What follows belongs to an exercise in optimizing a design on an open flow for small area and a short achievable clock period; a production flow would make more cautious choices.
Function was checked by simulation only, so behaviour that the tests miss may differ from the original.

## zinc
## cam_masked_mc
module cam_masked_mc
#(
  parameter int unsigned DATA_WIDTH = 32,
  parameter int unsigned DEPTH_LOG2 = 5
) (
  input  logic                  clk,
  input  logic                  reset_n,
  input  logic                  read_i,
  input  logic [DEPTH_LOG2-1:0] read_index_i,
  input  logic                  write_i,
  input  logic [DEPTH_LOG2-1:0] write_index_i,
  input  logic [DATA_WIDTH-1:0] write_data_i,
  input  logic                  invalidate_i,
  input  logic [DEPTH_LOG2-1:0] invalidate_index_i,
  input  logic                  flush_i,
  input  logic                  search_i,
  input  logic [DATA_WIDTH-1:0] search_data_i,
  input  logic [DATA_WIDTH-1:0] search_mask_i,
  output logic                  read_valid_o,
  output logic [DATA_WIDTH-1:0] read_value_o,
  output logic                  read_hit_o,
  output logic                  search_valid_o,
  output logic                  search_hit_o,
  output logic [DEPTH_LOG2-1:0] search_index_o,
  output logic                  search_multi_o,
  output logic [DEPTH_LOG2:0]   occupancy_o
);
clock: 7.5 ns
lec_check: 0
cap_margin: 30
core_margin: 2
core_utilization: 35
cts_buf_list: sky130_fd_sc_hd__clkbuf_8
setup_slack_margin: 4.7
slew_margin: 30
tns_end_percent: 5
standard.sh (not shown) runs the stock make flow with config.mk's settings and CLKGATE_MAP_FILE= SYNTH_SCRIPT=/design/flow/synth_recipe.tcl, a recipe that flattens the netlist after the stock synthesis.
==> flow/flow/run.sh <==
#!/bin/bash
# The standard layout, with clock tree synthesis told not to add dummy load
# cells for balancing (the other CTS arguments are the standard ones).
set -euo pipefail
bash standard.sh finish \
  "CTS_ARGS=-sink_clustering_enable -repair_clock_nets -dont_use_dummy_load -buf_list sky130_fd_sc_hd__clkbuf_8" \
  > log_standard_finish.txt 2>&1
zinc | stages: all done | timing, DRC, antenna: all pass
#### Input delta (xenon over zinc)
Settings: CTS_BUF_LIST no longer set, was sky130_fd_sc_hd__clkbuf_8.
==> flow/run.sh (new file) <==
#!/bin/bash
# synth_recipe.tcl (not shown) runs the flow's synth.tcl, then flattens the netlist and writes it again
# the make line also repeats each setting of config.mk as NAME=value (left out here)
make -C /OpenROAD-flow-scripts/flow DESIGN_CONFIG=/design/flow/config.mk WORK_HOME=/design/flow/orfs CLKGATE_MAP_FILE= SYNTH_SCRIPT=/design/flow/synth_recipe.tcl finish
removed: flow/flow/run.sh
removed: flow/standard.sh
==> notes.md <==
The global-route wire length before repair of xenon exceeds that of zinc by 1.0%. Compared with zinc, xenon shows via total after detailed routing that has gone up slightly. Relative to zinc, the number of antenna violations at the first check in global routing of xenon is higher by 1. For xenon, the critical path's slowest cell was sky130_fd_sc_hd__buf_2, unlike zinc, where it was sky130_fd_sc_hd__a22oi_1. From zinc to xenon the numbers moved as follows: layout buffering overhead excluding clock cells went up 1.0 points, post-CTS repair timing setup buffer count rose 5.
#### Input delta (garnet over xenon)
Settings: an added CTS_BUF_LIST of sky130_fd_sc_hd__clkbuf_8; a change of TNS_END_PERCENT from 5 to 10; a change of SETUP_SLACK_MARGIN from 4.7 to 4.9.
## What came out
Compared with xenon, garnet shows a higher fraction of layout cells with a size suffix above 1.
Comparing the two runs side by side, garnet comes out behind xenon on wire length of the first global-routing pass.
garnet completed end to end with timing, DRC and antenna clean.
garnet vs. xenon: share of synthesized area occupied by flip-flops and latches was more or less identical, worst setup slack went down by 58 ps, share of flip-flops with an asynchronous set or reset after synthesis was more or less identical.
What xenon reported for number of clock buffers in the layout has to be multiplied by 1.3 to get the figure for garnet.
What cedar does differently from garnet at the input level:
Settings: a change of TNS_END_PERCENT from 10 to 5; a change of SETUP_SLACK_MARGIN from 4.9 to 4.7.
==> comparison <==
The largest vdd supply drop in cedar sits about 23% below the value recorded for garnet.
The run showing the smaller pin count of the biggest net entering global routing is garnet.
Between garnet and cedar, the flow reports first-pass GRT wire length decreasing slightly.
flop to flop as the class of the tightest hold or removal check was reported by garnet, and input port to asynchronous set/reset pin by cedar.
Going from garnet to cedar, multi-input logic area moved down, post-CTS setup buffer count moved down, first-pass iteration count of the detailed router moved down.
First-iteration DRC count: cedar vs garnet down 334
Delta (cedar minus garnet): non-clock buffer contribution to total cell area went down by 0.61 points; setup slack went down; met1 layer wirelength in the final routing fell by 1.1%; TritonCTS buffer count lost 2.

-- re-timing with driven ports --
How much do the figures lean on ideal ports? The routed layouts below were timed once more, with nothing changed but the port constraints.
Step 1: set_driving_cell puts a clkbuf_16 on clk and a buf_2 on each other input, an assumption about the parent block.
Step 2, shift: input delay + t, output delay - t, t = (earliest + latest rising clock arrival at the registers) / 2. This alone moves slack from input paths to output paths.
Three values: ideal, step 1, step 2; two values: the first two.
run | t (ns) | setup slack, ns | worst hold slack (ns) | pins driven straight from the clock port
zinc | 0.992 | 4.263 / 4.297 / 3.304 | 0.522 / 0.522 / 0.522 | 1
xenon | 0.863 | 4.444 / 4.289 / 3.426 | 0.522 / 0.522 / 0.522 | 1
garnet | 1.001 | 4.386 / 4.311 / 3.310 | 0.522 / 0.522 / 0.522 | 1
cedar | 1.019 | 4.327 / 4.318 / 3.333 | 0.514 / 0.487 / 0.518 | 1
After both steps every run listed still meets setup and hold. For garnet, which loses most, drivers alone change the setup slack by -0.075 ns; drivers and shift together by -1.076 ns.
